Background: an optimization exercise with open tools, aiming at small area. Do not read the settings as production practice. At most, simulation tests tie the RTL to the original design; equivalence was not proved. No functional check of the RTL was part of runs 1 and 5 to 7. Power figures rest on the tool's default switching activity, not on a simulated workload. The flow treats the clock pin as an ideal source, which a real chip does not have.

==> flow/design.v <==
package ws2812_fade_source_pkg;
  typedef enum logic [1:0] {
    ST_GAP    = 2'd0,
    ST_SEND   = 2'd1,
    ST_TAIL   = 2'd2,
    ST_UPDATE = 2'd3
  } state_t;
  localparam int CH_G       = 0;
  localparam int CH_R       = 1;
  localparam int CH_B       = 2;
  localparam int CH_PER_LED = 3;
endpackage
module fade_step (
  input  logic [7:0] cur,
  input  logic [7:0] tgt,
  input  logic [7:0] random,
  input  logic       en,
  input  logic       fresh,
  output logic [7:0] cur_next,
  output logic [7:0] tgt_next
);
  logic       up, eq, step, load;
  logic [7:0] flip;
  assign up   = cur < tgt;
  assign eq   = cur == tgt;
  assign step = en && !eq;
  assign load = en && (eq || fresh);
  always_comb begin
    flip[0] = 1'b1;
    for (int i = 1; i < 8; i++) flip[i] = flip[i-1] && (cur[i-1] == up);
  end
  assign cur_next = fresh ? 8'h00 : (cur ^ (flip & {8{step}}));
  assign tgt_next = load ? random : tgt;
endmodule
module ws2812_fade_source #(
  parameter int LED_COUNT  = 16,
  parameter int FADE_DIV   = 4,
  parameter int GAP_CYCLES = 1000
) (
  input  logic       CLK,
  input  logic       RST,
  input  logic [7:0] random,
  input  logic       data_request,
  output logic       trigger,
  output logic [7:0] data,
  output logic       more_data
);
  localparam int NBYTES = ws2812_fade_source_pkg::CH_PER_LED * LED_COUNT;
  localparam int GRP    = 4;
  localparam int NGRP   = NBYTES / GRP;
  localparam int PW     = $clog2(GRP);
  localparam int CNT_W  = $clog2(((GAP_CYCLES > NBYTES) ? GAP_CYCLES : NBYTES) + 1);
  localparam int FDIV_W = (FADE_DIV > 1) ? $clog2(FADE_DIV) : 1;
  localparam logic [CNT_W-1:0]  GAP_LAST  = CNT_W'(GAP_CYCLES - 1);
  localparam logic [CNT_W-1:0]  IDX_LAST  = CNT_W'(NBYTES - 1);
  localparam logic [FDIV_W-1:0] FDIV_LAST = FDIV_W'(FADE_DIV - 1);
  logic send, tail, upd;
  logic fresh;
  logic [CNT_W-1:0]  cnt;
  logic [FDIV_W-1:0] fdiv;
  logic [GRP-1:0] ph;
  logic [PW-1:0] pp, pu;
  logic [7:0] cur [NBYTES];
  logic [7:0] tgt [NBYTES];
  logic [7:0] rnd_q [GRP-1];
  logic          gap, inc, last;
  logic          req_p, req_u;
  logic          due, rot, turn, rot_upd;
  logic [PW-1:0] pp_next, pu_next, dsel;
  logic [GRP-1:0] hs;
  logic [7:0]    rnd_d;
  logic [7:0]    cur_in, tgt_in;
  function automatic logic ones_of(input logic [CNT_W-1:0] v, input logic [CNT_W-1:0] c);
    ones_of = ((v & c) == c);
  endfunction
  assign gap   = !(send || tail || upd);
  assign req_p = send && data_request;
  assign req_u = upd;
  assign inc   = gap || req_p || req_u;
  assign last  = gap ? ones_of(cnt, GAP_LAST) : ones_of(cnt, IDX_LAST);
  assign due     = pp != '0 || pu != '0 || req_p || req_u;
  assign rot     = ph[0] && due;
  assign turn    = (ph[GRP-1:1] != '0) || !due;
  assign rot_upd = (pp == '0) && (pu != '0 || req_u);
  assign pp_next = pp + PW'(req_p) - PW'(rot && !rot_upd);
  assign pu_next = pu + PW'(req_u) - PW'(rot && rot_upd);
  assign dsel  = upd ? pu : pu + cnt[PW-1:0];
  assign rnd_d = (dsel == '0) ? random : rnd_q[dsel - PW'(1)];
  fade_step u_fade_step (
    .cur      (cur[0]),
    .tgt      (tgt[0]),
    .random   (rnd_d),
    .en       (rot_upd),
    .fresh    (fresh),
    .cur_next (cur_in),
    .tgt_next (tgt_in)
  );
  always_ff @(posedge CLK or posedge RST) begin
    if (RST) begin
      send  <= 1'b0;
      tail  <= 1'b0;
      upd   <= 1'b0;
      fresh <= 1'b1;
      cnt   <= '0;
      fdiv  <= '0;
      ph    <= GRP'(1);
      pp    <= '0;
      pu    <= '0;
    end else begin
      if (inc) begin
        cnt <= last ? '0 : cnt + CNT_W'(1);
      end
      if (gap && last) begin
        send <= 1'b1;
      end
      if (req_p && last) begin
        send <= 1'b0;
        tail <= 1'b1;
      end
      if (tail && data_request) begin
        tail <= 1'b0;
        fdiv <= (fdiv == FDIV_LAST) ? '0 : fdiv + FDIV_W'(1);
        if (fdiv == FDIV_LAST) upd <= 1'b1;
      end
      if (upd && last) begin
        upd <= 1'b0;
      end
      if (rot && rot_upd && pu_next == '0 && (!upd || last)) begin
        fresh <= 1'b0;
      end
      ph <= rot ? ph : {ph[GRP-2:0], ph[GRP-1]};
      pp <= pp_next;
      pu <= pu_next;
    end
  end
  always_ff @(posedge CLK) begin
    rnd_q[0] <= random;
    for (int i = 1; i < GRP - 1; i++) rnd_q[i] <= rnd_q[i-1];
    for (int g = 0; g < NGRP; g++) begin
      for (int j = 0; j < GRP - 1; j++) begin
        cur[g*GRP+j] <= cur[g*GRP+j+1];
        tgt[g*GRP+j] <= tgt[g*GRP+j+1];
      end
      if (g == NGRP - 1) begin
        cur[g*GRP+GRP-1] <= (cur[g*GRP] & {8{turn}}) | (cur_in & {8{rot}});
        tgt[g*GRP+GRP-1] <= (tgt[g*GRP] & {8{turn}}) | (tgt_in & {8{rot}});
      end else begin
        cur[g*GRP+GRP-1] <= (cur[g*GRP] & {8{turn}}) | (cur[g*GRP+GRP] & {8{rot}});
        tgt[g*GRP+GRP-1] <= (tgt[g*GRP] & {8{turn}}) | (tgt[g*GRP+GRP] & {8{rot}});
      end
    end
  end
  always_comb begin
    hs = '0;
    for (int j = 0; j < GRP; j++)
      for (int i = 0; i < GRP; i++)
        if (ph[j] && int'(pp) == (i + j) % GRP) hs[i] = send && !fresh;
  end
  always_comb begin
    data = 8'h00;
    for (int i = 0; i < GRP; i++) data = data | (cur[i] & {8{hs[i]}});
  end
  assign trigger   = send;
  assign more_data = send;
endmodule
==> flow/flow/run.sh <==
#!/bin/bash
# Layout flow: the standard synthesis, then its combinational logic mapped
# again by ABC for area (the registers are kept as synthesis made them, names
# and cell types), then the standard layout from floorplan on, with the
# port buffers made of the smallest buffer cell. Each tool writes its own log
# in this folder.
set -euo pipefail
HERE=$(pwd)
RES=$HERE/orfs/results/$FLOW_PLATFORM/ws2812_fade_source/base
LIB=$FLOW_HOME/platforms/$FLOW_PLATFORM/lib/sky130_fd_sc_hd__tt_025C_1v80.lib

# 1. Standard synthesis.
bash standard.sh synth > synth.log 2>&1
cp "$RES/1_2_yosys.v" "$HERE/synth_standard.v"

# 2. Area remap of the logic between the registers.
sed -e "s|@LIB@|$LIB|g" \
    -e "s|@IN@|$HERE/synth_standard.v|" \
    -e "s|@OUT@|$RES/1_2_yosys.v|" \
    -e "s|@ABC@|$HERE/flow/area.abc|" \
    flow/remap.ys.in > remap.ys
yosys -s remap.ys > remap.log 2>&1
printf 'read_liberty -lib %s\nread_verilog %s\nhierarchy -top %s\ncheck -assert\n' \
  "$LIB" "$RES/1_2_yosys.v" "$FLOW_TOP" > remap_check.ys
yosys -s remap_check.ys > remap_check.log 2>&1
rm -f "$RES/1_synth.odb" "$RES/1_synth.sdc"

# 3. Standard layout from the remapped netlist.
export BUFFER_PORTS_ARGS="-buffer_cell sky130_fd_sc_hd__buf_1"
bash standard.sh > layout.log 2>&1
==> flow/flow/area.abc <==
&get -n
&st
&syn2
&dch
&nf -a
&st
&syn2
&dch
&nf -a
&put
==> flow/flow/remap.ys.in <==
# Remap the combinational logic of the standard synthesis for area.
read_liberty -overwrite -ignore_miss_func -setattr liberty_cell @LIB@
read_verilog @IN@
hierarchy -top ws2812_fade_source
# Registers stay as they are: same instances, names and cells.
setattr -mod -set keep_hierarchy 1 sky130_fd_sc_hd__df*
flatten
opt_clean -purge
abc -liberty @LIB@ -script @ABC@ -dont_use sky130_fd_sc_hd__probe* -dont_use sky130_fd_sc_hd__lpflow*
opt_clean -purge
hilomap -singleton -hicell sky130_fd_sc_hd__conb_1 HI -locell sky130_fd_sc_hd__conb_1 LO
insbuf -buf sky130_fd_sc_hd__buf_1 A X
splitnets
opt_clean -purge
setattr -mod -unset keep_hierarchy sky130_fd_sc_hd__df*
stat -liberty @LIB@
# Write the top module only, not the library cells read above.
select ws2812_fade_source
write_verilog -noattr -nohex -nodec -selected @OUT@
==> flow/standard.sh <==
#!/bin/bash
# synth_recipe.tcl (not shown) runs the flow's synth.tcl, then flattens the netlist and writes it again
# the make line also repeats each setting of config.mk as NAME=value (left out here)
make -C /OpenROAD-flow-scripts/flow DESIGN_CONFIG=/design/flow/config.mk WORK_HOME=/design/flow/orfs CLKGATE_MAP_FILE= SYNTH_SCRIPT=/design/flow/synth_recipe.tcl "${@:-finish}"
==> flow/config.mk <==
export PLATFORM = sky130hd
export DESIGN_NAME = ws2812_fade_source
export DESIGN_NICKNAME = ws2812_fade_source
export VERILOG_FILES = /design/flow/design.v
export SDC_FILE = /design/flow/constraint.sdc
export NUM_CORES = 4
export LEC_CHECK = 0
export CAP_MARGIN = 20
export CORE_MARGIN = 2
export CORE_UTILIZATION = 65
export CTS_BUF_LIST = sky130_fd_sc_hd__clkbuf_16
export CTS_CLUSTER_DIAMETER = 100
export CTS_CLUSTER_SIZE = 35
export GPL_ROUTABILITY_DRIVEN = 1
export PLACE_DENSITY = 0.75
export SLEW_MARGIN = 20
==> flow/constraint.sdc <==
create_clock -name core_clock -period 10.0 [get_ports {CLK}]
set_input_delay 2.0000 -clock core_clock [delete_from_list [all_inputs] [get_ports {CLK}]]
set_output_delay 2.0000 -clock core_clock [all_outputs]
set_load 0.01 [all_outputs]
==> impl_results.md, run 1 <==
- Antenna-violating nets left: 0
- First-pass GRT wire length: roughly 46 mm
- CTS max path bufs: 3
- Cell family with most CP delay: compound AO/OA/AOI/OAI gates
- Die Height: 178 um
- Total GRT Usage: between 10% and 20%
- Power per cell area: about 230 nW/um^2
- Critical Path Sink Type: output port
- Cell chain of the critical path: clkinv_1 > a21o_1 > a21oi_1 > a222oi_1 > nand2_1 > buf_1
- Row Count: 63
- Drt drc: 0
- Slew headroom: 27.8%
- CORE AREA: 29,600 um^2
- Mapped Cells: 1,265
- Crit path buf inv count: 2
- P&R area growth vs syn: 6.80%
- Die X: 178 um
- Drt wl/cell: ~16 um
- Period utilization: between 40% and 50%
- Cell Area, Synth: approximately 20,000 um^2
- Vias in the first global route: approximately 9,000
- Worst setup margin: around 5.2 ns
- Number of max-cap violations: 0
- Crit path launch type: register
- FF+latch area: 16,500 um^2
- WS Path Type: reg -> out
- Clock Skew: about 0.03 ns
- Initial antenna violation count: 0
- H-tree levels: 1
- Share of post-route cells with drive strength above 1: about 2.9%
- Ys Warns: 8
- Starting Density: 66.0%
- TritonCTS clock tree: yes
- Tightest Pin Transition: about 1.1 ns
- GRT overflow: 0
- Drt pass-1 iters: 5
- Filler cells: approximately 2,000
- Tmin final: about 4.8 ns
- Post-Place Worst Slack: about 5.3 ns
- DP Wirelength: between 15 and 20 mm
- Post-CTS Resized: 0
- Number of buffers created by CTS: 27
- Fin nets: about 1,300
- Multi-input gate area: about 3100 um^2
- Max incr delay on CP: about 0.73 ns
- DP Cell Count: around 1,700
- GPL Wtd Cong: approximately 0.80
- IO buf count: 20
- Antenna Cells: 0
- Fmax: roughly 0.21 GHz
- Static Leak: a little over 8 nW
- # IOs: 21
- Later-pin clock latency in the skew report: just under 0.6 ns
- Layout Cells excl Fill: about 1,700
- First-iteration detailed-routing DRC count: between 600 and 700
- Placed instance area: between 20,000 and 25,000 um^2
- CTS root buf: clkbuf_16
- Routed WL: around 27 mm
- Slew Limit Fails: 0
- Reg clk slew, reported paths: roughly 0.12 ns
- Worst min-delay path class: reg -> reg
- Maximum ir drop on the vdd rail: just under 0.2 mV
- Crit-path max FO: 8
- Final Setup Violations: 0
- RSZ-0062 raised after global routing: no
- Finished Cell Area: about 21,000 um^2
- Status: finished clean
- Largest net degree at the start of global routing: 97
- Slowest-stage cell, CP: a21oi_1
- Clock sink count: ~820
- Required @ worst endpoint: around 8 ns
- Setup_tns: 0 ns
- Mean Syn Cell Area: around 15 um^2
- Net count after synthesis: between 1,000 and 1,500
- Number of post-CTS setup repair buffers: 0
- Critical path arrival: 2.77 ns
- Hold buffers post-CTS: 0
- Hold Violations, Final: 0
- Via density: between 5 and 6
- Die area: approximately 32,000 um^2
- Total number of vias: between 9,000 and 10,000
-- stage by stage --
step | hold slack (ns) | power [W] | util (%)
2_1_floorplan | 0.310 | 0.00340 | -
3_3_place_gp | 0.310 | 0.00342 | 68.1
3_5_place_dp | 0.312 | 0.00343 | 68.1
4_1_cts | 0.313 | 0.00475 | 70.5
5_1_grt | 0.314 | 0.00487 | 70.5
6_report | 0.311 | 0.00471 | 70.5
-- report_power, final --
part	internal (W)	switching, W	total (W)	leakage [nW]
sequential	0.00326	0.0000127	0.00327	6.69
clock	0.000499	0.000859	0.00136	0.360
combinational	0.0000265	0.0000518	0.0000783	1.15
total	0.00379	0.000924	0.00471	8.20
-- path summary, 6_finish.rpt --
path,from,endpoint,slack (ns),depth (start not counted)
max,pp[0],data[2],5.23,6
min,tgt[10][6],tgt[9][6],0.31,0
max reg2reg,pp[0],tgt[31][7],6.88,7
min reg2reg,tgt[10][6],tgt[9][6],0.31,0
max in group asynchronous,RST,ph[2],8.16,2
min in group asynchronous,RST,fdiv[1],1.44,2
-- state kept, by name (all words and copies together), names as in the netlist --
signal	count
cur	384
tail	1
rnd_q	24
fdiv	2
pp	2
fresh	1
tgt	384
pu	2
upd	1
cnt	10
ph	4
send	1
-- routing by layer --
layer  routed length, um  share of wire, %  global-route usage, %  vias to the layer above
met4                 448               1.6                   3.35                        0
met5                   0                 0                      0                        -
met2               11900                43                   27.6                      104
met3                 816               3.0                   2.42                       31
met1               14300                52                   27.7                     4452
li1                    -                 -                      -                     4501
-- final cells by class --
class,count,share of cell area (%)
inverters,10,0.180
flip-flops and latches,816,78.8
multi-input cells,438,14.7
clock buffers,27,3.23
clock inverters,4,0.198
well taps,390,2.33
repair buffers,26,0.575
-- layout by cell type (no fill, tap or decap), types with 15 or more instances in the layout --
cell type	n
o21ai_0	19
xnor2_1	15
nor2_1	15
a22o_1	184
clkbuf_16	27
dfxtp_1	792
nand2_1	72
a21oi_1	27
dfrtp_1	22
buf_1	20
==> run 2: changes to the inputs <==
--- a/flow/design.v
+++ b/flow/design.v
@@ -62,2 +62,3 @@
   logic [PW-1:0] pp, pu;
+  logic [PW-1:0] dsel_q;
   logic [7:0] cur [NBYTES];
@@ -86,3 +87,3 @@
   assign pu_next = pu + PW'(req_u) - PW'(rot && rot_upd);
-  assign dsel  = upd ? pu : pu + cnt[PW-1:0];
+  assign dsel  = upd ? pu : dsel_q;
   assign rnd_d = (dsel == '0) ? random : rnd_q[dsel - PW'(1)];
@@ -136,2 +137,3 @@
   always_ff @(posedge CLK) begin
+    dsel_q   <= dsel;
     rnd_q[0] <= random;
--- a/flow/config.mk
+++ b/flow/config.mk
@@ -10,5 +10,5 @@
 export CORE_UTILIZATION = 65
-export CTS_BUF_LIST = sky130_fd_sc_hd__clkbuf_16
-export CTS_CLUSTER_DIAMETER = 100
-export CTS_CLUSTER_SIZE = 35
+export CTS_BUF_LIST = sky130_fd_sc_hd__clkbuf_8
+export CTS_CLUSTER_DIAMETER = 60
+export CTS_CLUSTER_SIZE = 20
 export GPL_ROUTABILITY_DRIVEN = 1
==> run 2 against run 1 <==
Effect of this change:
- still clean
- register-to-register slack worse by 0.02 ns
- count of clock-buffer cells in the layout up 20
- sequential share of layout area up 0.29 points
- sequential power about the same
- synthesized area stayed put
- via count shrank 0.45%
- power up 0.69%
- cell count is 0.35% higher
- synthesized cell count fell by 1.3%
- wire length increased by 0.74%
- critical endpoint is now data[1]
==> impl_results.md, run 2 <==
- CORE AREA: 29,600 um^2 (unchanged)
- Share of post-route cells with drive strength above 1: 4.45% (+1.6 points)
- Final Setup Violations: 0 (unchanged)
- Later-pin clock latency in the skew report: 0.59 ns (about the same)
- # IOs: 21 (unchanged)
- Via density: 5.27 (-0.80%)
- Critical Path Sink Type: output port
- Die Height: 178 um (unchanged)
- Finished Cell Area: 20,900 um^2 (-0.13%)
- Tmin final: 5.07 ns (+0.302 ns)
- Antenna Cells: 0 (unchanged)
- Vias in the first global route: 9,226 (+2.5%)
- CTS max path bufs: 3 (unchanged)
- CTS root buf: clkbuf_8
- Status: finished clean
- Mapped Cells: 1,248 (-1.3%)
- Starting Density: 66.0% (unchanged)
- Critical path arrival: 3.07 ns (+0.30 ns)
- H-tree levels: 2 (+1)
- Maximum ir drop on the vdd rail: 0.211 mV (+10%)
- Drt drc: 0 (unchanged)
- IO buf count: 20 (unchanged)
- GRT overflow: 0 (unchanged)
- TritonCTS clock tree: yes
- Number of buffers created by CTS: 46 (+70%)
- Commonest cells after routing, fill and taps aside: 794 x dfxtp_1, 184 x a22o_1, 47 x nand2_1, 47 x clkbuf_8, 35 x a21oi_1
- Net count after synthesis: 1,259 (-1.3%)
- Worst min-delay path class: reg -> reg
- Fmax: 0.197 GHz (-6.0%)
- Clock sink count: 818 (+0.25%)
- First-iteration detailed-routing DRC count: 661 (+6.1%)
- P&R area growth vs syn: 6.67%
- GPL Wtd Cong: 0.793 (-0.41%)
- Drt pass-1 iters: 5 (unchanged)
- Fin nets: 1,331 (+0.075%)
- Required @ worst endpoint: 8.00 ns (about the same)
- Largest regs: cur x384, tgt x384, rnd_q x24
- Reg clk slew, reported paths: 0.12 ns (about the same)
- Filler cells: 2,013 (+0.40%)
- Crit path launch type: register
- Power, Total: 0.00474 W (+0.69%)
- Total number of vias: 9,047 (-0.45%)
- Static Leak: 8.33 nW (+1.5%)
- Crit-path max FO: 8 (unchanged)
- Row Count: 63 (unchanged)
- Slew Limit Fails: 0 (unchanged)
- FF+latch area: 16,500 um^2 (+0.24%)
- Tightest Pin Transition: 1.05 ns (-0.0287 ns)
- Post-CTS Resized: 0 (unchanged)
- Ys Warns: 8 (unchanged)
- Initial antenna violation count: 0 (unchanged)
- Die X: 178 um (unchanged)
- Power per cell area: 227 nW/um^2 (+0.81%)
- Routed WL: 27.7 mm (+0.74%)
- Cell Area, Synth: 19,600 um^2 (unchanged)
- Period utilization: 50.7% (+3.0 points)
- RSZ-0062 raised after global routing: no
- WS Path Type: reg -> out
- Placed instance area: 20,200 um^2 (about the same)
- Die area: 31,500 um^2 (unchanged)
- Hold Violations, Final: 0 (unchanged)
- Multi-input gate area: 3050 um^2 (-1.0%)
- Total GRT Usage: 18.0% (+0.026 points)
- Worst setup margin: 4.93 ns (-0.302 ns)
- First-pass GRT wire length: 45.9 mm (-0.18%)
- Number of post-CTS setup repair buffers: 0 (unchanged)
- Hold buffers post-CTS: 0 (unchanged)
- Drt wl/cell: 16.1 um (+0.39%)
- Slew headroom: 29.8% (+1.9 points)
- Largest net degree at the start of global routing: 98 (+1.0%)
- Clock Skew: 0.0195 ns (-0.0111 ns)
- Antenna-violating nets left: 0 (unchanged)
- Number of max-cap violations: 0 (unchanged)
- Mean Syn Cell Area: 15.7 um^2 (+1.4%)
- DP Wirelength: 15.4 mm (-1.6%)
- Post-Place Worst Slack: 4.99 ns (-0.288 ns)
- Most common cell after layout, fill and taps aside: dfxtp_1
- Setup_tns: 0 ns (unchanged)
run 2: cell types whose count changed in the layout (fill, tap and decap cells not counted), sizes merged, moves of 5 or more:
cell	change
a221oi	+8
clkbuf	+20
nand3	-6
mux2i	+9
a311oi	-7
nand2	-25
a21oi	+8
nor3	+5
o21ai	-5
run 2: final timing paths:
| check | start | end | slack, ns | cells past startpoint |
|---|---|---|---|---|
| worst min register to register | tgt[14][2] | tgt[13][2] | 0.33 | 0 |
| min in group asynchronous | RST | cnt[2] | 1.44 | 2 |
| max in group asynchronous | RST | pu[0] | 8.14 | 2 |
| worst max-delay path | ph[0] | data[1] | 4.93 | 7 |
| worst max register to register | send | tgt[35][1] | 6.86 | 6 |
| worst min-delay path | tgt[14][2] | tgt[13][2] | 0.33 | 0 |
run 2: report_power, final:
part,switching [W],internal [W]
clock,0.000870,0.000432
sequential,0.0000151,0.00327
combinational,0.000134,0.0000221
run 2: final cells by class:
cell class,instances,share of cell area [%]
Inverter,10,0.180
Clock inverter,8,0.204
Sequential cell,818,79.0
Multi-Input combinational cell,419,14.6
Clock buffer,47,3.10
Timing Repair Buffer,25,0.540
Tap cell,390,2.34
run 2: routing by layer:
metal | up-vias | GRT usage [%] | routed length [um]
li1 | 4470 | - | -
met2 | 123 | 27.5 | 12200
met4 | 0 | 5.53 | 480
met1 | 4412 | 26.6 | 14000
met5 | - | 0 | 0
met3 | 42 | 2.89 | 995
run 2: critical path, stage by stage (launching register included):
cell	delay (ns)
dfstp_2	0.60
nand2b_1	0.14
o21ai_0	0.14
a21o_1	0.22
a21oi_1	0.77
a222oi_1	0.28
nand2_1	0.18
buf_1	0.17
run 2: stage by stage:
step / hold WS, ns / std cells / util, %
2_1_floorplan: 0.310 / 1248 / -
6_report: 0.329 / 1717 / 70.4
3_3_place_gp: 0.310 / 1662 / 68.1
3_5_place_dp: 0.312 / 1662 / 68.1
5_1_grt: 0.335 / 1717 / 70.4
4_1_cts: 0.328 / 1717 / 70.4
==> run 3: changes to the inputs <==
--- a/flow/config.mk
+++ b/flow/config.mk
@@ -10,5 +10,5 @@
 export CORE_UTILIZATION = 65
-export CTS_BUF_LIST = sky130_fd_sc_hd__clkbuf_8
-export CTS_CLUSTER_DIAMETER = 60
-export CTS_CLUSTER_SIZE = 20
+export CTS_BUF_LIST = sky130_fd_sc_hd__clkbuf_4
+export CTS_CLUSTER_DIAMETER = 50
+export CTS_CLUSTER_SIZE = 12
 export GPL_ROUTABILITY_DRIVEN = 1
==> run 3 against run 2 <==
Effect of this change:
- power increased by 1.0%
- sequential power about the same
- utilization increased by 0.16 points
- non-clock buffer count unchanged
- wire length increased by 1.9%
- critical endpoint unchanged
- maximum frequency decreased by 0.66%
- synthesized area unchanged
- clock power increased by 4%
- clock skew increased by 0.013 ns
==> impl_results.md, run 3 <==
- Initial antenna violation count: 1 (+1)
- Antenna-violating nets left: 0 (unchanged)
- Drt drc: 0 (unchanged)
- Die X: 178 um (unchanged)
- Ys Warns: 8 (unchanged)
- Critical path arrival: 3.10 ns (+0.03 ns)
- First-pass GRT wire length: 47.3 mm (+3.0%)
- Slew headroom: 29.5% (-0.24 points)
- Reg clk slew, reported paths: 0.12 ns (about the same)
- Cell chain of the critical path: nand2b_1 > o21ai_0 > a21o_1 > a21oi_1 > a222oi_1 > nand2_1 > buf_1
- Slowest-stage cell, CP: a21oi_1
- RSZ-0062 raised after global routing: no
- WS Path Type: reg -> out
- Drt wl/cell: 16.1 um (-0.39%)
- Status: finished clean
- Via density: 5.26 (-0.26%)
- Starting Density: 66.0% (unchanged)
- Max incr delay on CP: 0.69 ns (-0.08 ns)
- Layout Utilization: 70.6% (+0.16 points)
- Number of max-cap violations: 0 (unchanged)
- Slew Limit Fails: 0 (unchanged)
- Clock Skew: 0.0320 ns (+0.0126 ns)
- Net count after synthesis: 1,259 (unchanged)
- Number of buffers created by CTS: 78 (+70%)
- Clock sink count: 818 (unchanged)
- Worst min-delay path class: reg -> reg
- CTS max path bufs: 3 (unchanged)
- CTS root buf: clkbuf_4
- Largest net degree at the start of global routing: 98 (unchanged)
- First-iteration detailed-routing DRC count: 529 (-20%)
- Cell Area, Synth: 19,600 um^2 (unchanged)
- Most common cell after layout, fill and taps aside: dfxtp_1
- IO buf count: 20 (unchanged)
- Crit path buf inv count: 1 (unchanged)
- Mean Syn Cell Area: 15.7 um^2 (unchanged)
- TritonCTS clock tree: yes
- Post-CTS Resized: 0 (unchanged)
- Maximum ir drop on the vdd rail: 0.162 mV (-23%)
- Hold Violations, Final: 0 (unchanged)
- Final Setup Violations: 0 (unchanged)
- Setup_tns: 0 ns (unchanged)
- CORE AREA: 29,600 um^2 (unchanged)
- Total number of vias: 9,228 (+2.0%)
- Share of post-route cells with drive strength above 1: 7.40% (+3.0 points)
- # IOs: 21 (unchanged)
- Commonest cells after routing, fill and taps aside: 794 x dfxtp_1, 184 x a22o_1, 85 x clkbuf_4
- Row Count: 63 (unchanged)
- GRT overflow: 0 (unchanged)
- H-tree levels: 3 (+1)
- Die Height: 178 um (unchanged)
- Fmax: 0.196 GHz (-0.66%)
- Placed instance area: 20,200 um^2 (unchanged)
- Total GRT Usage: 18.6% (+0.60 points)
- Vias in the first global route: 9,572 (+3.8%)
- Static Leak: 8.39 nW (+0.78%)
- Mapped Cells: 1,248 (unchanged)
- Die area: 31,500 um^2 (unchanged)
- Power per cell area: 229 nW/um^2 (+0.78%)
- Drt pass-1 iters: 7 (+2)
- Largest regs: cur x384, tgt x384, rnd_q x24
- Layout Cells excl Fill: 1,756 (+2.3%)
- Worst hold slack: 0.317 ns (-0.0119 ns)
- Number of post-CTS setup repair buffers: 0 (unchanged)
- Crit path launch type: register
- DP Cell Count: 1,662 (unchanged)
- Hold buffers post-CTS: 0 (unchanged)
- Required @ worst endpoint: 8.00 ns (about the same)
- Period utilization: 51.0% (+0.34 points)
- Routed WL: 28.2 mm (+1.9%)
- Tightest Pin Transition: 1.06 ns (+0.00367 ns)
- Tmin final: 5.10 ns (+0.0335 ns)
- GPL Wtd Cong: 0.793 (unchanged)
- Critical Path Sink Type: output port
- Fin nets: 1,363 (+2.4%)
- Finished Cell Area: 20,900 um^2 (+0.22%)
- Later-pin clock latency in the skew report: 0.72 ns (+0.13 ns)
- Crit-path max FO: 8 (unchanged)
- DP Wirelength: 15.4 mm (unchanged)
- Cell family with most CP delay: compound AO/OA/AOI/OAI gates
- P&R area growth vs syn: 6.91%
-- run 3: per-stage QoR --
step,worst slack [ns],power (W)
after floorplan,2.72,0.00345
after global placement,5.06,0.00351
after detailed placement,4.99,0.00351
after CTS,4.88,0.00484
after global routing,4.64,0.00500
final,4.90,0.00479
-- run 3: cell type report --
type                    count  area [um^2]
clock inverters             8         95.1
well taps                 390          488
diodes                      1         2.50
clock buffers              85          638
repair buffers             25          113
multi-input cells         419         3050
fillers                  2002         8720
inverters                  10         37.5
flip-flops and latches    818        16500
-- run 3: worst register-to-register path, delay by kind of cell, from the launching register on --
kind | cells | cell delay, ns
simple gates | 4 | 1.36
buf+inv | 1 | 0.87
flops | 1 | 0.50
compound gates | 1 | 0.34
-- run 3: power breakdown --
| group | switching (W) | internal, W |
|---|---|---|
| combinational | 0.000135 | 0.0000221 |
| clock | 0.000898 | 0.000451 |
| sequential | 0.0000153 | 0.00327 |
| total | 0.00105 | 0.00374 |
-- run 3: path summary, 6_finish.rpt --
kind | startpoint | slack, ns | endpoint | cells past startpoint
max reg2reg | send | 6.85 | tgt[43][5] | 6
max | ph[0] | 4.90 | data[1] | 7
min in group asynchronous | RST | 1.31 | send | 2
min reg2reg | tgt[5][6] | 0.32 | tgt[4][6] | 0
max in group asynchronous | RST | 8.29 | ph[2] | 2
min | tgt[5][6] | 0.32 | tgt[4][6] | 0
-- run 3: routing by layer --
metal	vias to the layer above	routed length [um]	track usage [%]	share of wire, %
li1	4553	-	-	-
met1	4473	14200	26.8	50
met2	151	12400	27.9	44
met3	51	1140	4.28	4.1
met4	0	498	6.28	1.8
met5	-	0	0	0
==> run 4: changes to the inputs <==
--- a/flow/config.mk
+++ b/flow/config.mk
@@ -10,5 +10,5 @@
 export CORE_UTILIZATION = 65
-export CTS_BUF_LIST = sky130_fd_sc_hd__clkbuf_4
-export CTS_CLUSTER_DIAMETER = 50
-export CTS_CLUSTER_SIZE = 12
+export CTS_BUF_LIST = sky130_fd_sc_hd__clkbuf_8 sky130_fd_sc_hd__clkbuf_16
+export CTS_CLUSTER_DIAMETER = 80
+export CTS_CLUSTER_SIZE = 25
 export GPL_ROUTABILITY_DRIVEN = 1
==> run 4 against run 3 <==
Effect of this change:
- worst setup slack improved by 0.15 ns
- non-clock buffer count did not move
- largest cell class unchanged
- flip-flop and latch count unchanged
- clock power rose by 19%
- synthesized cell count stayed put
- maximum frequency is 3.0% higher
- count of clock-buffer cells in the layout down 46
- still clean
==> impl_results.md, run 4 <==
- Crit path buf inv count: 1 (unchanged)
- Die X: 178 um (unchanged)
- Final Setup Violations: 0 (unchanged)
- Filler cells: 1,947 (-2.7%)
- WS Path Type: reg -> out
- Antenna Cells: 0 (-1)
- Ys Warns: 8 (unchanged)
- Fin nets: 1,323 (-2.9%)
- Post-CTS Resized: 0 (unchanged)
- Largest regs: cur x384, tgt x384, rnd_q x24
- Layout Cells excl Fill: 1,708 (-2.7%)
- Power, Total: 0.00505 W (+5.5%)
- Via density: 5.31 (+1.0%)
- Setup_tns: 0 ns (unchanged)
- Hold buffers post-CTS: 0 (unchanged)
- Drt pass-1 iters: 5 (-2)
- GPL Wtd Cong: 0.793 (unchanged)
- Largest net degree at the start of global routing: 98 (unchanged)
- DP Wirelength: 15.4 mm (unchanged)
- P&R area growth vs syn: 8.32%
- Mean Syn Cell Area: 15.7 um^2 (unchanged)
- Share of post-route cells with drive strength above 1: 3.79% (-3.6 points)
- Met2 wire length: 12.9 mm (+4.1%)
- Tmin final: 4.96 ns (-0.148 ns)
- Clock sink count: 818 (unchanged)
- H-tree levels: 2 (-1)
- Most common cell after layout, fill and taps aside: dfxtp_1
- Critical path arrival: 2.96 ns (-0.14 ns)
- Total number of vias: 9,069 (-1.7%)
- Status: finished clean
- Die Height: 178 um (unchanged)
- Crit-path max FO: 8 (unchanged)
- Later-pin clock latency in the skew report: 0.55 ns (-0.17 ns)
- Starting Density: 66.0% (unchanged)
- TritonCTS clock tree: yes
- First-pass GRT wire length: 47.4 mm (+0.22%)
- Row Count: 63 (unchanged)
- Drt drc: 0 (unchanged)
- Slew headroom: 29.5% (-0.044 points)
- Number of max-cap violations: 0 (unchanged)
- Initial antenna violation count: 0 (-1)
- Mapped Cells: 1,248 (unchanged)
- Sw Share: 20.9% (-0.93 points)
- Clock group share of total power: 31.9% (+3.7 points)
- Clock Skew: 0.0304 ns (-0.00168 ns)
- Maximum ir drop on the vdd rail: 0.191 mV (+17%)
- Psw: 0.00106 W (+1.0%)
- Slowest-stage cell, CP: a21oi_1
- WL met3: 1.04 mm (-9.3%)
- IO buf count: 20 (unchanged)
- FF+latch area: 16,500 um^2 (unchanged)
- Cell family with most CP delay: compound AO/OA/AOI/OAI gates
- RSZ-0062 raised after global routing: no
- Fmax: 0.202 GHz (+3.0%)
- Vias in the first global route: 9,264 (-3.2%)
- Worst min-delay path class: reg -> reg
- DP Cell Count: 1,662 (unchanged)
- Routed WL: 28.8 mm (+2.1%)
- Commonest cells after routing, fill and taps aside: 794 x dfxtp_1, 184 x a22o_1, 47 x nand2_1
- Max incr delay on CP: 0.70 ns (about the same)
- Period utilization: 49.6% (-1.5 points)
- Cell Area, Synth: 19,600 um^2 (unchanged)
- GRT overflow: 0 (unchanged)
- # IOs: 21 (unchanged)
- Power per cell area: 238 nW/um^2 (+4.1%)
- Comb power frac: 3.1% (-0.2 points)
- Antenna-violating nets left: 0 (unchanged)
- Critical Path Sink Type: output port
- Internal: 0.00399 W (+6.8%)
- CTS root buf: clkbuf_16
- First-iteration detailed-routing DRC count: 632 (+19%)
- Total GRT Usage: 18.7% (+0.091 points)
- Slew Limit Fails: 0 (unchanged)
- Reg clk slew, reported paths: 0.10 ns (-0.02 ns)
- Net count after synthesis: 1,259 (unchanged)
- Hold Violations, Final: 0 (unchanged)
- CORE AREA: 29,600 um^2 (unchanged)
- Required @ worst endpoint: 8.00 ns (about the same)
- Post-Route M1 WL: 14.4 mm (+1.3%)
- Sequential share of power: 64.9% (-3.7 points)
- Cell chain of the critical path: nand2b_1 > o21ai_0 > a21o_1 > a21oi_1 > a222oi_1 > nand2_1 > buf_1
- Number of post-CTS setup repair buffers: 0 (unchanged)
- Number of buffers created by CTS: 38 (-51%)
- Top routing layer used: met4
- Die area: 31,500 um^2 (unchanged)
- Layout Utilization: 71.5% (+0.93 points)
- Tightest Pin Transition: 1.06 ns (+0.000659 ns)
- Static Leak: 8.47 nW (+0.98%)
- Drt wl/cell: 16.9 um (+5.0%)
- CTS max path bufs: 3 (unchanged)
- Multi-input gate area: 3050 um^2 (unchanged)
- Worst hold slack: 0.312 ns (-0.00525 ns)
- Crit path launch type: register
run 4: worst register-to-register path: stages, from the launching register on:
cell     delay, ns
dfrtp_1       0.48
and2_0        0.39
nor3_1        0.11
nand2_1       0.10
and2_4        0.77
buf_4         0.88
a22o_1        0.37
run 4: final timing paths:
| check | depth (start not counted) | start | slack, ns | end |
|---|---|---|---|---|
| worst max-delay path | 7 | ph[0] | 5.04 | data[1] |
| worst min-delay path | 0 | tgt[13][3] | 0.31 | tgt[12][3] |
| worst max register to register | 6 | send | 6.86 | tgt[35][1] |
| worst min register to register | 0 | tgt[13][3] | 0.31 | tgt[12][3] |
| max in group asynchronous | 2 | RST | 8.08 | pp[1] |
| min in group asynchronous | 2 | RST | 1.49 | ph[3] |
run 4: final cells by class:
class / count / share of cell area [%]
multi-input combinational: 419 / 14.4
timing repair buffer: 25 / 0.531
sequential: 818 / 77.8
clock inverter: 7 / 0.171
inverter: 10 / 0.177
clock buffer: 39 / 4.60
tap: 390 / 2.30
run 4: metal layers:
metal  up-vias  GRT usage [%]
met5         -              0
met4         0           5.23
met3        37           2.93
met2       136           29.3
met1      4436           27.3
li1       4460              -
run 4: per-stage QoR:
step,instance area (um^2),worst slack [ns]
after CTS,21200,4.98
after detailed placement,20200,4.99
after floorplan,19600,2.72
final,21200,5.04
after global placement,20200,5.06
after global routing,21200,4.87
run 4: power groups by stage:
| stage | Combinational, W | Clock, W | Sequential [W] |
|---|---|---|---|
| final | 0.000158 | 0.00161 | 0.00328 |
| after global routing | 0.000174 | 0.00177 | 0.00328 |
| after CTS | 0.000156 | 0.00165 | 0.00328 |
| after detailed placement | 0.000155 | 0 | 0.00336 |
| after global placement | 0.000153 | 0 | 0.00336 |
| after floorplan | 0.0000983 | 0 | 0.00335 |
==> run 5: changes to the inputs <==
--- a/flow/design.v
+++ b/flow/design.v
@@ -62,3 +62,2 @@
   logic [PW-1:0] pp, pu;
-  logic [PW-1:0] dsel_q;
   logic [7:0] cur [NBYTES];
@@ -87,3 +86,3 @@
   assign pu_next = pu + PW'(req_u) - PW'(rot && rot_upd);
-  assign dsel  = upd ? pu : dsel_q;
+  assign dsel  = upd ? pu : pu + cnt[PW-1:0];
   assign rnd_d = (dsel == '0) ? random : rnd_q[dsel - PW'(1)];
@@ -137,3 +136,2 @@
   always_ff @(posedge CLK) begin
-    dsel_q   <= dsel;
     rnd_q[0] <= random;
--- a/flow/config.mk
+++ b/flow/config.mk
@@ -9,8 +9,8 @@
 export CORE_MARGIN = 2
-export CORE_UTILIZATION = 65
-export CTS_BUF_LIST = sky130_fd_sc_hd__clkbuf_8 sky130_fd_sc_hd__clkbuf_16
-export CTS_CLUSTER_DIAMETER = 80
-export CTS_CLUSTER_SIZE = 25
+export CORE_UTILIZATION = 75
+export CTS_BUF_LIST = sky130_fd_sc_hd__clkbuf_8
+export CTS_CLUSTER_DIAMETER = 60
+export CTS_CLUSTER_SIZE = 20
 export GPL_ROUTABILITY_DRIVEN = 1
-export PLACE_DENSITY = 0.75
+export PLACE_DENSITY = 0.85
 export SLEW_MARGIN = 20
==> run 5 against run 4 <==
Effect of this change:
- still clean
- clock skew shrank 0.0086 ns
- flip-flop and latch count is 2 lower
- clock power fell by 17%
- cell area shrank 1.7%
- sequential share of layout area grew 1.1 points
- count of clock-buffer cells in the layout up 10
- power down 7.4%
- hold slack improved by 0.011 ns
- synthesized cell count grew 1.4%
- synthesized area unchanged
- non-clock buffer count rose by 1
- utilization increased by 9.1 points
- critical endpoint is now data[2]
- highest routed layer unchanged
==> impl_results.md, run 5 <==
- H-tree levels: 2 (unchanged)
- Setup_tns: 0 ns (unchanged)
- Reg2Reg Launch Point: pp[0]
- Antenna-violating nets left: 0 (unchanged)
- Static Leak: 8.23 nW (-2.8%)
- Hold Startpoint: tgt[22][6]
- Crit path buf inv count: 2 (+1)
- Starting Density: 75.7% (+9.7 points)
- Drt wl/cell: 17.3 um (+2.6%)
- Drt drc: 0 (unchanged)
- Cell chain of the critical path: clkinv_1 > a21o_1 > a21oi_1 > a222oi_1 > nand2_1 > buf_1
- Vias in the first global route: 9,434 (+1.8%)
- CTS max path bufs: 3 (unchanged)
- Clock Skew: 0.0217 ns (-0.00864 ns)
- Mapped Cells: 1,265 (+1.4%)
- DP Wirelength: 16.7 mm (+8.6%)
- Post-CTS Resized: 0 (unchanged)
- Number of buffers created by CTS: 46 (+21%)
- Cell family with most CP delay: compound AO/OA/AOI/OAI gates
- Crit-path max FO: 8 (unchanged)
- Max incr delay on CP: 0.69 ns (about the same)
- Cell Area, Synth: 19,600 um^2 (unchanged)
- # IOs: 21 (unchanged)
- Critical Path Sink Type: output port
- TritonCTS clock tree: yes
- Clock sink count: 816 (-0.24%)
- Routed WL: 29.0 mm (+0.88%)
- Hold buffers post-CTS: 0 (unchanged)
- Total GRT Usage: 21.8% (+3.1 points)
- Share of post-route cells with drive strength above 1: 4.46% (+0.67 points)
- RSZ-0062 raised after global routing: no
- Die area: 27,400 um^2 (-13%)
- Mean Syn Cell Area: 15.5 um^2 (-1.3%)
- Period utilization: 47.8% (-1.7 points)
- Tightest Pin Transition: 1.01 ns (-0.0458 ns)
- Placed instance area: 20,100 um^2 (-0.30%)
- Critical path arrival: 2.78 ns (-0.18 ns)
- Largest net degree at the start of global routing: 91 (-7.1%)
- Ys Warns: 8 (unchanged)
- Filler cells: 1,378 (-29%)
- Net count after synthesis: 1,276 (+1.4%)
- Fmax: 0.209 GHz (+3.7%)
- First-iteration detailed-routing DRC count: 647 (+2.4%)
- CORE AREA: 25,800 um^2 (-13%)
- Reg clk slew, reported paths: 0.11 ns (about the same)
- Total number of vias: 9,358 (+3.2%)
- P&R area growth vs syn: 6.48%
- Crit path from: pp[0]
- Layout Utilization: 80.6% (+9.1 points)
- Via density: 5.57 (+4.9%)
- Status: finished clean
- Initial antenna violation count: 0 (unchanged)
- Drt pass-1 iters: 5 (unchanged)
- WS Path Type: reg -> out
- Final Setup Violations: 0 (unchanged)
- Most common cell after layout, fill and taps aside: dfxtp_1
- IO buf count: 20 (unchanged)
- Required @ worst endpoint: 8.00 ns (about the same)
- Hold Violations, Final: 0 (unchanged)
- CTS root buf: clkbuf_8
- Die Height: 166 um (-6.7%)
- Power per cell area: 225 nW/um^2 (-5.8%)
- Number of post-CTS setup repair buffers: 0 (unchanged)
- Number of max-cap violations: 0 (unchanged)
- Finished Cell Area: 20,800 um^2 (-1.7%)
- Row Count: 59 (-6.3%)
- Fin nets: 1,349 (+2.0%)
- Antenna Cells: 0 (unchanged)
- Commonest cells after routing, fill and taps aside: 792 x dfxtp_1, 184 x a22o_1, 72 x nand2_1
- GRT overflow: 0 (unchanged)
- GPL Wtd Cong: 0.797 (+0.44%)
- Crit path launch type: register
- Maximum ir drop on the vdd rail: 0.193 mV (+1.2%)
- Slowest-stage cell, CP: a21oi_1
- Largest regs: cur x384, tgt x384, rnd_q x24
- First-pass GRT wire length: 47.4 mm (about the same)
- Tmin final: 4.78 ns (-0.175 ns)
- Die X: 166 um (-6.7%)
- Slew Limit Fails: 0 (unchanged)
- Slew headroom: 32.5% (+3.1 points)
- Worst min-delay path class: reg -> reg
- Later-pin clock latency in the skew report: 0.58 ns (+0.03 ns)
## run 5: area by class of cell
class | count | area [um^2] | area share (%)
timing repair buffer | 26 | 120 | 0.576
sequential | 816 | 16500 | 79.0
clock buffer | 49 | 674 | 3.24
clock inverter | 6 | 48.8 | 0.234
inverter | 10 | 37.5 | 0.180
tap | 335 | 419 | 2.01
multi-input combinational | 438 | 3080 | 14.8
## run 5: path summary, 6_finish.rpt
kind	end	slack, ns	depth (start not counted)
max	data[2]	5.22	6
min reg2reg	tgt[21][6]	0.32	0
min	tgt[21][6]	0.32	0
min in group asynchronous	cnt[8]	1.44	2
max reg2reg	tgt[39][2]	6.84	7
max in group asynchronous	cnt[1]	8.15	2
## run 5: power breakdown
part | switching, W | internal, W | total [W]
clock | 0.000856 | 0.000471 | 0.00133
sequential | 0.0000132 | 0.00326 | 0.00327
combinational | 0.0000533 | 0.0000265 | 0.0000799
total | 0.000922 | 0.00376 | 0.00468
## run 5: routing by layer
layer / vias to the layer above / track usage (%) / share of wire (%)
met3: 41 / 3.75 / 4.5
li1: 4542 / - / -
met4: 0 / 5.37 / 1.6
met2: 196 / 34.5 / 46
met1: 4579 / 31.8 / 48
met5: - / 0 / 0
## run 5: through the flow
step	instances	total power (W)	hold slack, ns	setup slack (ns)
final	1680	0.00468	0.323	5.22
after global placement	1625	0.00342	0.310	5.39
after CTS	1680	0.00472	0.325	5.28
after detailed placement	1625	0.00342	0.312	5.28
after global routing	1680	0.00483	0.327	5.11
after floorplan	1265	0.00340	0.310	2.88
==> run 6: changes to the inputs <==
--- a/flow/config.mk
+++ b/flow/config.mk
@@ -9,3 +9,3 @@
 export CORE_MARGIN = 2
-export CORE_UTILIZATION = 75
+export CORE_UTILIZATION = 65
 export CTS_BUF_LIST = sky130_fd_sc_hd__clkbuf_8
@@ -14,3 +14,3 @@
 export GPL_ROUTABILITY_DRIVEN = 1
-export PLACE_DENSITY = 0.85
+export PLACE_DENSITY = 0.75
 export SLEW_MARGIN = 20
==> run 6 against run 5 <==
Effect of this change:
- global-route usage shrank 3.6 points
- cell area grew 0.23%
- flip-flop and latch count is the same
- cell count grew 3.2%
==> impl_results.md, run 6 <==
- Status: finished clean
- Drt drc: 0 (unchanged)
- WS Path Type: reg -> out
- Clock sink count: 816 (unchanged)
- CTS root buf: clkbuf_8
- Drt pass-1 iters: 5 (unchanged)
- # IOs: 21 (unchanged)
- Power per cell area: 224 nW/um^2 (-0.47%)
- CTS max path bufs: 3 (unchanged)
- Maximum ir drop on the vdd rail: 0.155 mV (-20%)
- Hold Violations, Final: 0 (unchanged)
- Largest regs: cur x384, tgt x384, rnd_q x24
- Cell chain of the critical path: mux2i_1 > a21o_1 > a21oi_1 > a222oi_1 > nand2_1 > buf_1
- Worst hold slack: 0.324 ns (+0.00124 ns)
- Filler cells: 2,012 (+46%)
- Largest net degree at the start of global routing: 97 (+6.6%)
- Slew headroom: 27.0% (-5.5 points)
- Tightest Pin Transition: 1.09 ns (+0.0826 ns)
- Drt wl/cell: 15.9 um (-7.8%)
- P&R area growth vs syn: 6.73%
- Initial antenna violation count: 0 (unchanged)
- Number of post-CTS setup repair buffers: 0 (unchanged)
- TritonCTS clock tree: yes
- Crit path buf inv count: 1 (-1)
- Die Height: 178 um (+7.2%)
- Clock Skew: 0.0146 ns (-0.00713 ns)
- Internal: 0.00374 W (-0.50%)
- Max incr delay on CP: 0.74 ns (+0.05 ns)
- Worst min-delay path class: reg -> reg
- Psw: 0.000930 W (+0.82%)
- Commonest cells after routing, fill and taps aside: 792 x dfxtp_1, 184 x a22o_1, 72 x nand2_1
- Most common cell after layout, fill and taps aside: dfxtp_1
- Sw Share: 19.9% (+0.21 points)
- IO buf count: 20 (unchanged)
- GPL Wtd Cong: 0.797 (about the same)
- Crit-path max FO: 10 (+2)
- Total number of vias: 9,220 (-1.5%)
- Clock group share of total power: 28.2% (-0.2 points)
- CORE AREA: 29,600 um^2 (+15%)
- Cell Area, Synth: 19,600 um^2 (unchanged)
- Setup_tns: 0 ns (unchanged)
- Mean Syn Cell Area: 15.5 um^2 (unchanged)
- Fin nets: 1,349 (unchanged)
- Period utilization: 47.9% (+0.056 points)
- Crit path launch type: register
- Antenna Cells: 0 (unchanged)
- Critical Path Sink Type: output port
- Mapped Cells: 1,265 (unchanged)
- Ys Warns: 8 (unchanged)
- Number of buffers created by CTS: 46 (unchanged)
- Slowest-stage cell, CP: a21oi_1
- Later-pin clock latency in the skew report: 0.58 ns (about the same)
- Routed WL: 27.6 mm (-4.8%)
- Share of post-route cells with drive strength above 1: 4.46% (about the same)
- Final Setup Violations: 0 (unchanged)
- Starting Density: 66.0% (-9.7 points)
- Hold buffers post-CTS: 0 (unchanged)
- Total GRT Usage: 18.2% (-3.6 points)
- Required @ worst endpoint: 8.00 ns (about the same)
- Sequential share of power: 70.1% (+0.2 points)
- RSZ-0062 raised after global routing: no
- Critical path arrival: 2.79 ns (about the same)
- Comb power frac: 1.7% (about the same)
- GRT overflow: 0 (unchanged)
- Slew Limit Fails: 0 (unchanged)
- Post-CTS Resized: 0 (unchanged)
- Tmin final: 4.79 ns (+0.00555 ns)
- First-pass GRT wire length: 46.4 mm (-2.2%)
- First-iteration detailed-routing DRC count: 627 (-3.1%)
- Vias in the first global route: 9,335 (-1.0%)
- Die X: 178 um (+7.2%)
- Row Count: 63 (+6.8%)
- Number of max-cap violations: 0 (unchanged)
- Net count after synthesis: 1,276 (unchanged)
- Die area: 31,500 um^2 (+15%)
- Reg clk slew, reported paths: 0.12 ns (about the same)
- Via density: 5.32 (-4.5%)
- Static Leak: 8.22 nW (-0.15%)
- DP Wirelength: 15.7 mm (-6.5%)
- Cell family with most CP delay: compound AO/OA/AOI/OAI gates
- Fmax: 0.209 GHz (-0.12%)
- H-tree levels: 2 (unchanged)
- Antenna-violating nets left: 0 (unchanged)
[run 6: final timing paths]
check / startpoint / endpoint / slack [ns] / depth (start not counted)
setup / recovery: pp[1] / data[2] / 5.21 / 6
hold reg to reg: tgt[13][4] / tgt[12][4] / 0.32 / 0
hold / removal: tgt[13][4] / tgt[12][4] / 0.32 / 0
setup reg to reg: pp[0] / tgt[31][7] / 6.89 / 7
max in group asynchronous: RST / cnt[0] / 8.16 / 2
min in group asynchronous: RST / fdiv[0] / 1.44 / 2
[run 6: final cells by class]
class / instances / area [um^2] / area share, %
clock buffer: 50 / 688 / 3.29
multi-input combinational: 438 / 3080 / 14.7
sequential: 816 / 16500 / 78.8
tap: 390 / 488 / 2.34
timing repair buffer: 26 / 120 / 0.575
clock inverter: 4 / 15.0 / 0.0719
inverter: 10 / 37.5 / 0.180
[run 6: worst reg2reg max path, cell delays in order, from the launching register on]
cell and delay [ns]:
dfrtp_1 0.49, clkinv_1 0.21, nand2_1 0.15, nor2_1 0.06, nand2_1 0.10, and2_4 0.84, buf_4 0.93, a22o_1 0.27
[run 6: through the flow]
| stage | std cells | utilization, % | instance area [um^2] | setup slack (ns) | power [W] |
|---|---|---|---|---|---|
| 2_1_floorplan | 1265 | - | 19600 | 2.88 | 0.00340 |
| 3_3_place_gp | 1680 | 68.1 | 20200 | 5.33 | 0.00342 |
| 3_5_place_dp | 1680 | 68.1 | 20200 | 5.27 | 0.00343 |
| 4_1_cts | 1734 | 70.5 | 20900 | 5.16 | 0.00471 |
| 5_1_grt | 1734 | 70.5 | 20900 | 5.03 | 0.00484 |
| 6_report | 1734 | 70.5 | 20900 | 5.21 | 0.00467 |
[run 6: power by group through the flow]
stage               sequential [W]  combinational, W  clock, W
global route               0.00328         0.0000902   0.00147
finish                     0.00327         0.0000795   0.00132
CTS                        0.00327         0.0000801   0.00136
global placement           0.00335         0.0000770         0
floorplan                  0.00334         0.0000527         0
detailed placement         0.00335         0.0000794         0
[run 6: metal layers]
layer / GRT usage [%] / share of wire (%)
met5: 0 / 0
met4: 4.27 / 1.7
met3: 3.36 / 4.4
met2: 27.7 / 43
met1: 27.1 / 51
==> run 7: changes to the inputs <==
--- a/flow/config.mk
+++ b/flow/config.mk
@@ -7,3 +7,3 @@
 export LEC_CHECK = 0
-export CAP_MARGIN = 20
+export CAP_MARGIN = 5
 export CORE_MARGIN = 2
@@ -15,2 +15,2 @@
 export PLACE_DENSITY = 0.75
-export SLEW_MARGIN = 20
+export SLEW_MARGIN = 5
==> run 7 against run 6 <==
Effect of this change:
- largest power group unchanged
- die area is the same
- utilization is the same
- worst setup slack is the same
- critical path depth is the same
- clock power is essentially flat
- still clean on timing, DRC and antenna
- maximum frequency is the same
- flip-flop and latch count is the same
- critical endpoint unchanged
- wire length is the same
- via count is the same
- combinational power is essentially flat
==> impl_results.md, run 7 <==
- Status: finished clean
- Row Count: 63 (unchanged)
- Required @ worst endpoint: 8.00 ns (about the same)
- IO buf count: 20 (unchanged)
- P&R area growth vs syn: 6.73% (unchanged)
- First-iteration detailed-routing DRC count: 627 (unchanged)
- Vias in the first global route: 9,335 (unchanged)
- DP Wirelength: 15.7 mm (unchanged)
- Fmax: 0.209 GHz (unchanged)
- Critical Path Sink Type: output port
- Maximum ir drop on the vdd rail: 0.155 mV (unchanged)
- WS Path Type: reg -> out
- Post-Place Worst Slack: 5.27 ns (unchanged)
- # IOs: 21 (unchanged)
- Cell chain of the critical path: mux2i_1 > a21o_1 > a21oi_1 > a222oi_1 > nand2_1 > buf_1
- Hold Violations, Final: 0 (unchanged)
- Number of max-cap violations: 0 (unchanged)
- Slew Limit Fails: 0 (unchanged)
- Commonest cells after routing, fill and taps aside: 792 x dfxtp_1, 184 x a22o_1, 72 x nand2_1
- GPL Wtd Cong: 0.797 (unchanged)
- Number of post-CTS setup repair buffers: 0 (unchanged)
- Drt drc: 0 (unchanged)
- Number of buffers created by CTS: 46 (unchanged)
- Period utilization: 47.9% (unchanged)
- Die Height: 178 um (unchanged)
- Total number of vias: 9,220 (unchanged)
- Antenna Cells: 0 (unchanged)
- Mapped Cells: 1,265 (unchanged)
- H-tree levels: 2 (unchanged)
- Drt pass-1 iters: 5 (unchanged)
- TritonCTS clock tree: yes
- Total GRT Usage: 18.2% (unchanged)
- Tmin final: 4.79 ns (unchanged)
- Slew headroom: 27.0% (unchanged)
- DP Cell Count: 1,680 (unchanged)
- Die X: 178 um (unchanged)
- Critical path arrival: 2.79 ns (about the same)
- Die area: 31,500 um^2 (unchanged)
- Fin nets: 1,349 (unchanged)
- Worst min-delay path class: reg -> reg
- Tightest Pin Transition: 1.09 ns (unchanged)
- Routed WL: 27.6 mm (unchanged)
- Power per cell area: 224 nW/um^2 (unchanged)
- Slowest-stage cell, CP: a21oi_1
- Clock sink count: 816 (unchanged)
- Net count after synthesis: 1,276 (unchanged)
- CTS root buf: clkbuf_8
- Crit-path max FO: 10 (unchanged)
- RSZ-0062 raised after global routing: no
- Mean Syn Cell Area: 15.5 um^2 (unchanged)
- Largest net degree at the start of global routing: 97 (unchanged)
- Initial antenna violation count: 0 (unchanged)
- Hold buffers post-CTS: 0 (unchanged)
- Largest regs: cur x384, tgt x384, rnd_q x24
- Worst setup margin: 5.21 ns (unchanged)
- First-pass GRT wire length: 46.4 mm (unchanged)
- Ys Warns: 8 (unchanged)
- Max incr delay on CP: 0.74 ns (about the same)
- Antenna-violating nets left: 0 (unchanged)
- Crit path launch type: register
- GRT overflow: 0 (unchanged)
- Starting Density: 66.0% (unchanged)
- Setup_tns: 0 ns (unchanged)
- CTS max path bufs: 3 (unchanged)
- CORE AREA: 29,600 um^2 (unchanged)
- Static Leak: 8.22 nW (unchanged)
- Post-CTS Resized: 0 (unchanged)
- Drt wl/cell: 15.9 um (unchanged)
- Share of post-route cells with drive strength above 1: 4.46% (unchanged)
- Clock Skew: 0.0146 ns (unchanged)
- Layout Utilization: 70.5% (unchanged)
- Cell Area, Synth: 19,600 um^2 (unchanged)
- Later-pin clock latency in the skew report: 0.58 ns (about the same)
- Final Setup Violations: 0 (unchanged)
- Layout Cells excl Fill: 1,734 (unchanged)
- Most common cell after layout, fill and taps aside: dfxtp_1
- Via density: 5.32 (unchanged)
- Reg clk slew, reported paths: 0.12 ns (about the same)
-- run 7: cell counts in the layout (fill, tap and decap cells not counted) --
No cell type changed its count.
-- run 7: final timing paths --
path / startpoint / end / slack, ns / cells past startpoint
hold reg to reg: tgt[13][4] / tgt[12][4] / 0.32 / 0
setup reg to reg: pp[0] / tgt[31][7] / 6.89 / 7
setup / recovery: pp[1] / data[2] / 5.21 / 6
hold / removal: tgt[13][4] / tgt[12][4] / 0.32 / 0
min in group asynchronous: RST / fdiv[0] / 1.44 / 2
max in group asynchronous: RST / cnt[0] / 8.16 / 2
-- run 7: final cells by class --
class,instances,area [um^2]
multi-input cells,438,3080
well taps,390,488
clock inverters,4,15.0
flip-flops and latches,816,16500
repair buffers,26,120
clock buffers,50,688
fillers,2012,8750
inverters,10,37.5
-- run 7: through the flow --
stage	area [um^2]	hold slack, ns	total power [W]
floorplan	19600	0.310	0.00340
global placement	20200	0.310	0.00342
detailed placement	20200	0.312	0.00343
CTS	20900	0.328	0.00471
global route	20900	0.334	0.00484
finish	20900	0.324	0.00467
-- run 7: worst max-delay path: cells and delay by family (launching register included) --
kind            cells  cell delay (ns)
compound gates      3             1.22
mux                 1             0.16
buf+inv             1             0.15
simple gates        1             0.12
flops               1             0.55
-- run 7: metal layers --
| metal | track usage, % | vias up | share of wire, % |
|---|---|---|---|
| li1 | - | 4533 | - |
| met1 | 27.1 | 4495 | 51 |
| met2 | 27.7 | 149 | 43 |
| met3 | 3.36 | 43 | 4.4 |
| met4 | 4.27 | 0 | 1.7 |
| met5 | 0 | - | 0 |
-- run 7: power by group --
| part | switching [W] | internal, W |
|---|---|---|
| Clock | 0.000864 | 0.000452 |
| Sequential | 0.0000125 | 0.00326 |
| Combinational | 0.0000530 | 0.0000265 |
==> run 8: changes to the inputs <==
--- a/flow/design.v
+++ b/flow/design.v
@@ -62,2 +62,3 @@
   logic [PW-1:0] pp, pu;
+  logic [PW-1:0] dsel_q;
   logic [7:0] cur [NBYTES];
@@ -86,3 +87,3 @@
   assign pu_next = pu + PW'(req_u) - PW'(rot && rot_upd);
-  assign dsel  = upd ? pu : pu + cnt[PW-1:0];
+  assign dsel  = upd ? pu : dsel_q;
   assign rnd_d = (dsel == '0) ? random : rnd_q[dsel - PW'(1)];
@@ -136,2 +137,3 @@
   always_ff @(posedge CLK) begin
+    dsel_q   <= dsel;
     rnd_q[0] <= random;
--- a/flow/config.mk
+++ b/flow/config.mk
@@ -7,3 +7,3 @@
 export LEC_CHECK = 0
-export CAP_MARGIN = 5
+export CAP_MARGIN = 20
 export CORE_MARGIN = 2
@@ -11,6 +11,6 @@
 export CTS_BUF_LIST = sky130_fd_sc_hd__clkbuf_8
-export CTS_CLUSTER_DIAMETER = 60
-export CTS_CLUSTER_SIZE = 20
-export GPL_ROUTABILITY_DRIVEN = 1
+export CTS_CLUSTER_DIAMETER = 65
+export CTS_CLUSTER_SIZE = 22
+export GPL_ROUTABILITY_DRIVEN = 0
 export PLACE_DENSITY = 0.75
-export SLEW_MARGIN = 5
+export SLEW_MARGIN = 20
==> run 8 against run 7 <==
Effect of this change:
- cell area is 0.19% lower
- die area stayed put
- sequential share of layout area grew 0.34 points
- clock skew is 0.015 ns higher
- cell count shrank 1.0%
- first-iteration DRC count up 11%
- largest power group unchanged
- still clean
- wire length about the same
- clock power fell by 3%
- utilization shrank 0.14 points
- critical path depth increased by 1
- worst setup slack worse by 0.24 ns
- highest routed layer unchanged
- non-clock buffer count decreased by 1
==> impl_results.md, run 8 <==
- Critical path arrival: 3.02 ns (+0.23 ns)
- CORE AREA: 29,600 um^2 (unchanged)
- Die area: 31,500 um^2 (unchanged)
- Crit-path max FO: 8 (-2)
- Post-CTS Resized: 0 (unchanged)
- First-pass GRT wire length: 46.1 mm (-0.48%)
- Routed WL: 27.6 mm (about the same)
- Finished Cell Area: 20,800 um^2 (-0.19%)
- Largest regs: cur x384, tgt x384, rnd_q x24
- RSZ-0062 raised after global routing: no
- Total GRT Usage: 18.0% (-0.15 points)
- Mapped Cells: 1,248 (-1.3%)
- Slowest-stage cell, CP: a21oi_1
- Hold EP: cur[37][3]
- R2R setup slack: 6.90 ns (about the same)
- Crit path buf inv count: 1 (unchanged)
- Crit path launch type: register
- Status: finished clean
- Starting Density: 66.0% (unchanged)
- Vias in the first global route: 9,263 (-0.77%)
- Placed instance area: 20,200 um^2 (about the same)
- Hold Startpoint: cur[38][3]
- GRT overflow: 0 (unchanged)
- Total number of vias: 8,999 (-2.4%)
- Antenna Cells: 0 (unchanged)
- Static Leak: 8.31 nW (+1.0%)
- Initial antenna violation count: 0 (unchanged)
- Later-pin clock latency in the skew report: 0.59 ns (about the same)
- Clock Skew: 0.0295 ns (+0.0150 ns)
- CTS max path bufs: 3 (unchanged)
- Cell Area, Synth: 19,600 um^2 (unchanged)
- Reg2Reg Launch Point: send
- Net count after synthesis: 1,259 (-1.3%)
- Power per cell area: 226 nW/um^2 (+1.2%)
- # IOs: 21 (unchanged)
- Ys Warns: 8 (unchanged)
- Clock sink count: 818 (+0.25%)
- Drt drc: 0 (unchanged)
- Period utilization: 50.2% (+2.4 points)
- Setup_tns: 0 ns (unchanged)
- Number of max-cap violations: 0 (unchanged)
- Most common cell after layout, fill and taps aside: dfxtp_1
- Row Count: 63 (unchanged)
- Worst Hold Depth: 0 (unchanged)
- Final Setup Violations: 0 (unchanged)
- Hold buffers post-CTS: 0 (unchanged)
- Worst min-delay path class: reg -> reg
- Slew headroom: 30.1% (+3.1 points)
- Fin nets: 1,328 (-1.6%)
- Maximum ir drop on the vdd rail: 0.147 mV (-5.3%)
- TritonCTS clock tree: yes
- Commonest cells after routing, fill and taps aside: 794 x dfxtp_1, 184 x a22o_1, 47 x nand2_1
- Via density: 5.24 (-1.4%)
- CTS root buf: clkbuf_8
- Critical Path Sink Type: output port
- Reg clk slew, reported paths: 0.12 ns (about the same)
- H-tree levels: 2 (unchanged)
- Max incr delay on CP: 0.73 ns (about the same)
- Number of buffers created by CTS: 43 (-6.5%)
- DP Wirelength: 15.4 mm (-1.6%)
- Share of post-route cells with drive strength above 1: 4.52% (+0.061 points)
- Drt wl/cell: 16.1 um (+1.0%)
- Antenna-violating nets left: 0 (unchanged)
- Die Height: 178 um (unchanged)
- Mean Syn Cell Area: 15.7 um^2 (+1.4%)
- Number of post-CTS setup repair buffers: 0 (unchanged)
- First-iteration detailed-routing DRC count: 697 (+11%)
- Cell chain of the critical path: nand2b_1 > o21ai_0 > a21o_1 > a21oi_1 > a222oi_1 > nand2_1 > buf_1
- R2R depth: 6 (-1)
- Largest net degree at the start of global routing: 98 (+1.0%)
- IO buf count: 20 (unchanged)
- WS Path Type: reg -> out
- Die X: 178 um (unchanged)
- Fmax: 0.199 GHz (-4.7%)
- Cell family with most CP delay: compound AO/OA/AOI/OAI gates
- Tmin final: 5.02 ns (+0.236 ns)
- Slew Limit Fails: 0 (unchanged)
- P&R area growth vs syn: 6.53%
- Drt pass-1 iters: 5 (unchanged)
- R2r endpoint: tgt[35][1]
- Tightest Pin Transition: 1.05 ns (-0.0459 ns)
- Hold Violations, Final: 0 (unchanged)
- Required @ worst endpoint: 8.00 ns (about the same)
run 8: routing by layer:
layer  vias to the layer above  share of wire, %  global-route usage, %
met5                         -                 0                      0
met1                      4371                51                   26.7
met3                        36               3.5                   2.98
met2                       134                44                   27.8
met4                         0               1.7                   4.68
li1                       4458                 -                      -
run 8: power breakdown:
part | internal (W) | total (W) | switching (W)
Clock | 0.000410 | 0.00128 | 0.000866
Combinational | 0.0000221 | 0.000157 | 0.000135
Sequential | 0.00327 | 0.00328 | 0.0000152
Total | 0.00370 | 0.00472 | 0.00102
run 8: how the worst max path moves through the flow:
stage            endpoint  cells past startpoint         start
6_report          data[1]                      7         ph[0]
5_1_grt           data[1]                      7         ph[0]
4_1_cts           data[1]                      7         ph[0]
3_5_place_dp   tgt[35][1]                      7  data_request
3_3_place_gp   tgt[31][4]                      7  data_request
2_1_floorplan  cur[11][0]                      5  data_request
run 8: stage by stage:
step	hold WS, ns	worst slack (ns)	util, %	instances	total power (W)
finish	0.329	4.98	70.3	1716	0.00472
global route	0.329	4.78	70.3	1716	0.00490
CTS	0.310	4.96	70.3	1716	0.00476
detailed placement	0.312	4.99	68.1	1662	0.00351
global placement	0.310	5.06	68.1	1662	0.00351
floorplan	0.310	2.72	-	1248	0.00345
run 8: area by class of cell:
type / count / area [um^2]
multi-input cells: 419 / 3050
clock buffers: 44 / 606
inverters: 10 / 37.5
flip-flops and latches: 818 / 16500
fillers: 2012 / 8790
well taps: 390 / 488
repair buffers: 25 / 113
clock inverters: 10 / 56.3

what the ideal ports hide:
Ports are ideal in the flow. The routed layouts listed here were re-timed in OpenROAD.
Step 1 assumes that a clkbuf_16 drives the clock port and a buf_2 every other input.
Step 2 moves the port delays by t, midway between the first and last clock arrival at a register: inputs arrive t later, outputs are due t later. That takes back most of the time a late clock gives input paths.
Three values: ideal ports, drivers, drivers and shift; two values: the first two.
run | shift t [ns] | slack for setup (ns) | hold slack, ns | worst slew at a driven data input, ns
run 1 | 0.615 | 5.232 / 5.183 / 5.249 | 0.311 / 0.311 / 0.311 | 0.03
run 2 | 0.633 | 4.930 / 4.880 / 5.159 | 0.329 / 0.329 / 0.329 | 0.06
run 3 | 0.742 | 4.896 / 4.854 / 5.156 | 0.317 / 0.317 / 0.317 | 0.07
run 4 | 0.586 | 5.045 / 4.993 / 5.125 | 0.312 / 0.312 / 0.312 | 0.06
run 5 | 0.617 | 5.220 / 5.176 / 5.220 | 0.323 / 0.323 / 0.323 | 0.04
run 6 | 0.623 | 5.214 / 5.166 / 5.247 | 0.324 / 0.324 / 0.324 | 0.04
run 7 | 0.623 | 5.214 / 5.166 / 5.247 | 0.324 / 0.324 / 0.324 | 0.04
run 8 | 0.624 | 4.978 / 4.930 / 5.184 | 0.329 / 0.329 / 0.329 | 0.06
After both steps every run listed still meets setup and hold.
